Context: an optimization exercise on an open-source flow, tuned for small area, a short achievable clock period and few clock cycles. The choices shown serve that exercise and are no tape-out recipe. Function was checked by simulation only, so behaviour that the tests miss may differ from the original. No driver is modelled on the clock port, so clock power and skew are understated where the tree is cut down; a real chip needs a root buffer or a tree. No activity file was given, so power comes from the tool's default toggle rates.

## run 2
==> module conv_input_feeder, before the edit <==
module conv_input_feeder (
    input  logic                          i_clk,
    input  logic                          i_rst,
    input  logic                          i_start,
    input  logic [23:0]                   i_geom,
    output logic                          o_rd_en,
    output logic [15:0]                   o_rd_addr,
    input  logic [63:0]                   i_rd_data,
    output logic [81:0]                   o_feed,
    output logic                          o_busy,
    output logic                          o_done
);
    logic        busy;
    logic        idle;        
    logic        done;
    logic        mode_a;      
    logic        mode_b;      
    logic        b_first;     
    logic [2:0]  p8;
    logic [7:0]  g_h;         
    logic [7:0]  g_c;         
    logic [15:0] raddr;       
    logic        op_clr;      
    logic        op_prod;
    logic        op_run;
    logic        op_neg;
    logic        op_cin;
    logic        gen;         
    logic [7:0]  cw;          
    logic        row0;        
    logic        z2;          
    logic [3:1]  ed;          
    logic [7:6]  ed_hi;
    logic [8:1]  vd;          
    logic [8:0]  en;          
    logic        last;        
    logic [31:0] s0, s2;      
    logic [15:0] s1;
    logic        accept;
    logic        e0;
    logic        z2_nx;
    logic        busy_nx;
    logic        a_last;      
    logic        b_last;      
    logic        gen_go;      
    logic        mode_a_nx;
    logic        mode_b_nx;
    logic [2:0]  p8_nx;
    logic [7:0]  cw_dec;
    logic [7:0]  hbits;       
    logic [7:0]  wbits;       
    logic [15:0] mcand;       
    logic [15:0] add_a;
    logic [15:0] add_b;
    logic [16:0] raddr_sum;
    logic [31:0] half;
    logic [15:0] quarter;
    logic        half_hi;     
    logic        q_hi;
    assign accept    = i_start && idle;
    assign last      = vd[8] && !vd[7];
    assign e0        = gen ? (p8 == 3'd7 && cw == 8'd0) : 1'b1;
    assign z2_nx     = (p8 == 3'd6) ? (g_h == 8'd1) : z2;
    assign busy_nx   = accept || (busy && !last);
    assign cw_dec    = cw - 8'd1;
    assign hbits     = s2[31:24];
    assign wbits     = g_c;
    assign mcand     = s0[31:16];
    assign a_last    = mode_a && hbits[7:1] == 7'd0;
    assign b_last    = mode_b && wbits[7:1] == 7'd0;
    assign mode_a_nx = accept || (mode_a && !a_last);
    assign mode_b_nx = a_last || (mode_b && !b_last);
    assign gen_go    = !gen &&
                       ((mode_a && ((hbits[7:1] == 7'd1 && wbits[7:1] == 7'd0) ||
                                    (hbits[7:1] == 7'd0 && wbits[7:1] <= 7'd1))) ||
                        (mode_b && wbits[7:3] == 5'd0 && wbits[2]));
    assign p8_nx     = gen_go ? 3'd0 : p8 + 3'd1;
    always_ff @(posedge i_clk) begin
        if (i_rst) begin
            busy    <= 1'b0;
            idle    <= 1'b1;
            done    <= 1'b0;
            mode_a  <= 1'b0;
            mode_b  <= 1'b0;
            gen     <= 1'b0;
            vd      <= '0;
        end else begin
            busy    <= busy_nx;
            idle    <= !busy_nx;
            done    <= last;
            vd      <= {vd[7:1], gen};
            mode_a  <= mode_a_nx;
            mode_b  <= mode_b_nx;
            if (gen_go) begin
                gen <= 1'b1;
            end else if (gen && p8 == 3'd7 && cw == 8'd0 && g_h == 8'd1) begin
                gen <= 1'b0;
            end
        end
    end
    always_ff @(posedge i_clk) begin
        p8      <= p8_nx;
        b_first <= a_last;
        if (idle) begin
            g_h <= i_geom[23:16];
        end else if (gen && p8 == 3'd7 && cw == 8'd0) begin
            g_h <= g_h - 8'd1;
        end
        if (idle) begin
            g_c <= i_geom[15:8];
        end else if (b_last) begin
            g_c <= cw;
        end else if (mode_b) begin
            g_c <= {1'b0, g_c[7:1]};
        end
        if (idle) begin
            cw <= i_geom[15:8];
        end else if (gen_go) begin
            cw <= cw_dec;
        end else if (gen && p8 == 3'd7) begin
            cw <= (cw == 8'd0) ? g_c : cw_dec;
        end
        op_clr  <= accept || (a_last && !wbits[0]);
        op_prod <= (accept && i_geom[16]) || (mode_a && !a_last && hbits[1]) ||
                   (mode_b && !b_last && wbits[1]);
        op_run  <= !mode_a_nx && !mode_b_nx && !(gen && !vd[1]);
        op_neg  <= p8_nx[0] ^ p8_nx[1];
        op_cin  <= !mode_a_nx && !mode_b_nx && !(gen && !vd[1]) &&
                   (p8_nx == 3'd0 || p8_nx == 3'd1 || p8_nx == 3'd3 ||
                    p8_nx == 3'd4 || p8_nx == 3'd6);
        raddr <= raddr_sum[16:1];
    end
    assign add_a = raddr & {16{!op_clr}};
    assign add_b = ({16{op_prod}} & mcand)
                 | ({16{op_run}} & ({{8{op_neg}}, g_c ^ {8{op_neg}}}));
    assign raddr_sum = {add_a, 1'b1} + {add_b, op_cin};
    assign o_rd_addr = raddr;
    assign o_rd_en   = busy;       
    always_ff @(posedge i_clk) begin
        if (gen_go) begin
            row0 <= 1'b1;
        end else if (gen && p8 == 3'd7 && cw == 8'd0) begin
            row0 <= 1'b0;
        end
        ed    <= {ed[2:1], e0};
        ed_hi <= {ed_hi[6], !en[5]};
        if (p8 == 3'd6) z2 <= (g_h == 8'd1);
        en[0] <= !(e0    || row0);
        en[1] <= !row0;
        en[2] <= !(ed[1] || row0);
        en[3] <= !ed[3];
        en[4] <= 1'b1;
        en[5] <= en[3];
        en[6] <= !(ed_hi[6] || z2_nx);
        en[7] <= 1'b1;           
        en[8] <= !(ed_hi[7] || z2_nx);
    end
    assign half    = half_hi ? i_rd_data[63:32] : i_rd_data[31:0];
    assign quarter = q_hi ? half[31:16] : half[15:0];
    always_ff @(posedge i_clk) begin
        half_hi <= p8_nx == 3'd1 || p8_nx == 3'd2 || p8_nx == 3'd4 || p8_nx == 3'd7;
        q_hi    <= !p8_nx[1];
        s1[15:8] <= quarter[15:8];
        s1[7:0]  <= p8[0] ? quarter[7:0] : s1[15:8];
        if (idle)                  s0[31:16] <= {8'd0, i_geom[7:0]};
        else if (mode_b && b_first) s0[31:16] <= {raddr[14:0], 1'b0};
        else if (mode_a || mode_b) s0[31:16] <= {mcand[14:0], 1'b0};
        else begin
            s0[31:24] <= half[31:24];
            if (p8[1:0] == 2'd0) s0[23:16] <= half[23:16];
            else                 s0[23:16] <= s0[31:24];
        end
        if (p8[1:0] == 2'd0) s0[15:0] <= half[15:0];
        else                 s0[15:0] <= s0[23:8];
        if (idle)        s2[31:24] <= i_geom[23:16];
        else if (mode_a) s2[31:24] <= {1'b0, hbits[7:1]};
        else             s2[31:24] <= half[31:24];
        if (p8[1:0] == 2'd2) s2[23:0] <= half[23:0];
        else                 s2[23:0] <= s2[31:8];
    end
    logic [71:0] taps;
    always_comb begin
        for (int j = 0; j < 3; j++) begin
            taps[(0+j)*8 +: 8] = s0[7:0] & {8{en[0+j]}};
            taps[(3+j)*8 +: 8] = s1[7:0] & {8{en[3+j]}};
            taps[(6+j)*8 +: 8] = s2[7:0] & {8{(j == 1) ? !z2 : en[6+j]}};
        end
    end
    assign o_feed = {vd, gen, taps, last};
    assign o_busy = busy;
    assign o_done = done;
endmodule
==> flow/config.mk <==
export PLATFORM = sky130hd
export DESIGN_NAME = conv_input_feeder
export DESIGN_NICKNAME = conv_input_feeder
export VERILOG_FILES = /design/flow/design.v
export SDC_FILE = /design/flow/constraint.sdc
export NUM_CORES = 4
export LEC_CHECK = 0
export CAP_MARGIN = 20
export CORE_MARGIN = 2
export CORE_UTILIZATION = 60
export SLEW_MARGIN = 20
export BUFFER_PORTS_ARGS = -buffer_cell sky130_fd_sc_hd__buf_1
export PRE_CTS_TCL = /design/flow/flow/manual_cts.tcl
export MAN_CTS_LEAVES = 8
export MAN_CTS_MIDS = 4
export MAN_CTS_LEAF_CELL = sky130_fd_sc_hd__clkbuf_16
export MAN_CTS_MID_CELL = sky130_fd_sc_hd__clkbuf_8
export MAN_SIZE_OUTPUTS = 1
export MAN_OUT_BUF = sky130_fd_sc_hd__buf_1
==> flow/constraint.sdc <==
create_clock -name core_clock -period 10.0 [get_ports {i_clk}]
set_input_delay 2.0000 -clock core_clock [delete_from_list [all_inputs] [get_ports {i_clk}]]
set_output_delay 2.0000 -clock core_clock [all_outputs]
set_load 0.01 [all_outputs]
standard.sh (not shown) runs the stock make flow with config.mk's settings and CLKGATE_MAP_FILE= SYNTH_SCRIPT=/design/flow/synth_recipe.tcl, a recipe that flattens the netlist after the stock synthesis.
==> flow/flow/run.sh <==
#!/bin/bash
# The standard layout (standard.sh, unchanged synthesis) with two changes:
#  - the port buffers are buf_1 instead of the delay cells buffer_ports
#    picks by default;
#  - clock tree: manual_cts.tcl replaces TritonCTS's H-tree with a balanced
#    two-level tree (the port drives 4 clkbuf_8, each driving 2 clkbuf_16
#    that drive one eighth of the registers, split by position), and
#    before it the gates that drive output port buffers, the flip-flops
#    feeding those gates, and flip-flops with a large fanout get a larger
#    drive strength.
# The tool output goes to standard.log in this folder.
set -euo pipefail
here=$(pwd)
{
  echo 'export BUFFER_PORTS_ARGS = -buffer_cell sky130_fd_sc_hd__buf_1'
  echo "export PRE_CTS_TCL = $here/flow/manual_cts.tcl"
  echo 'export MAN_CTS_LEAVES = 8'
  echo 'export MAN_CTS_MIDS = 4'
  echo 'export MAN_CTS_LEAF_CELL = sky130_fd_sc_hd__clkbuf_16'
  echo 'export MAN_CTS_MID_CELL = sky130_fd_sc_hd__clkbuf_8'
  echo 'export MAN_SIZE_OUTPUTS = 1'
  echo 'export MAN_OUT_BUF = sky130_fd_sc_hd__buf_1'
} >> "$FLOW_CONFIG"
bash standard.sh > standard.log 2>&1
Other scripts of this flow, unchanged in this note and not shown: flow/flow/manual_cts.tcl
Every stage of the flow completed for run 2, and the final layout passed the timing, design-rule and antenna checks.
Testbench counts of run 2, summed over its fixed seeds: cycles 58,026.
What run 3 does differently from run 2 at the input level:
--- a/flow/design.v
+++ b/flow/design.v
@@ -470,17 +470,17 @@
         en[4] <= 1'b1;
         en[5] <= en[3];
         en[6] <= !(ed_hi[6] || z2_nx);
         en[7] <= 1'b1;           
         en[8] <= !(ed_hi[7] || z2_nx);
     end
+    assign half_hi = ^p8;          
+    assign q_hi    = !p8[1];
     assign half    = half_hi ? i_rd_data[63:32] : i_rd_data[31:0];
     assign quarter = q_hi ? half[31:16] : half[15:0];
     always_ff @(posedge i_clk) begin
-        half_hi <= p8_nx == 3'd1 || p8_nx == 3'd2 || p8_nx == 3'd4 || p8_nx == 3'd7;
-        q_hi    <= !p8_nx[1];
         s1[15:8] <= quarter[15:8];
         s1[7:0]  <= p8[0] ? quarter[7:0] : s1[15:8];
         if (idle)                  s0[31:16] <= {8'd0, i_geom[7:0]};
         else if (mode_b && b_first) s0[31:16] <= {raddr[14:0], 1'b0};
         else if (mode_a || mode_b) s0[31:16] <= {mcand[14:0], 1'b0};
         else begin
### Flow results
- Comparing run 3 and run 2, the lower relative contribution of combinational cells to total power was measured on run 2.
- Across run 3 and run 2, none had a timing, DRC or antenna violation.
- Going from run 2 to run 3, core utilization has decreased, final standard cell area without fillers has decreased, final critical-path required period has decreased, largest incremental delay on the critical path has decreased.
- STATUS final hold slack: run 3 wins against run 2
- Of run 3 and run 2, the run reporting the lower power was run 2.
- Compared with run 2, in run 3 violation count after the first detailed-route iteration now sits lower, global-route wire length before repair now sits lower, floorplan row count now sits at about the same level, routed wire length now sits lower.
- Compared with run 2, the detailed router inserted fewer vias in run 3.
Testbench counts of run 3, summed over its fixed seeds: cycles 58,026.
In every run of this note, the design's own scripts or RTL, not TritonCTS, make the clock network.

==> re-timing with driven ports <==
In the flow no input, the clock included, has a driving cell. The finished layouts below were timed again as built, in two steps. Step 1: set_driving_cell puts a clkbuf_16 on i_clk and a buf_2 on each other input, an assumption about the parent block. Step 2 adds t to the input delays and takes it off the output delays; t is the mean of the earliest and latest rising clock arrival at the registers after step 1. Input paths then give back, and output paths get back, about the clock's delay inside the block. Slacks: no drivers / after step 1 / after step 2; pairs: no drivers / after step 1.
| run | t, ns | setup slack, ns | hold WS [ns] | worst register clock-pin slew, ns | pins driven straight from the clock port |
|---|---|---|---|---|---|
| run 2 | 0.353 | 6.946 / 6.877 / 6.969 | 0.332 / 0.332 / 0.332 | 0.09 / 0.09 | 4 |
| run 3 | 0.352 | 6.981 / 6.910 / 6.940 | 0.344 / 0.344 / 0.344 | 0.08 / 0.08 | 4 |
After both steps every run listed still meets setup and hold. For run 3, which loses most, drivers alone change the setup slack by -0.071 ns; drivers and shift together by -0.041 ns.
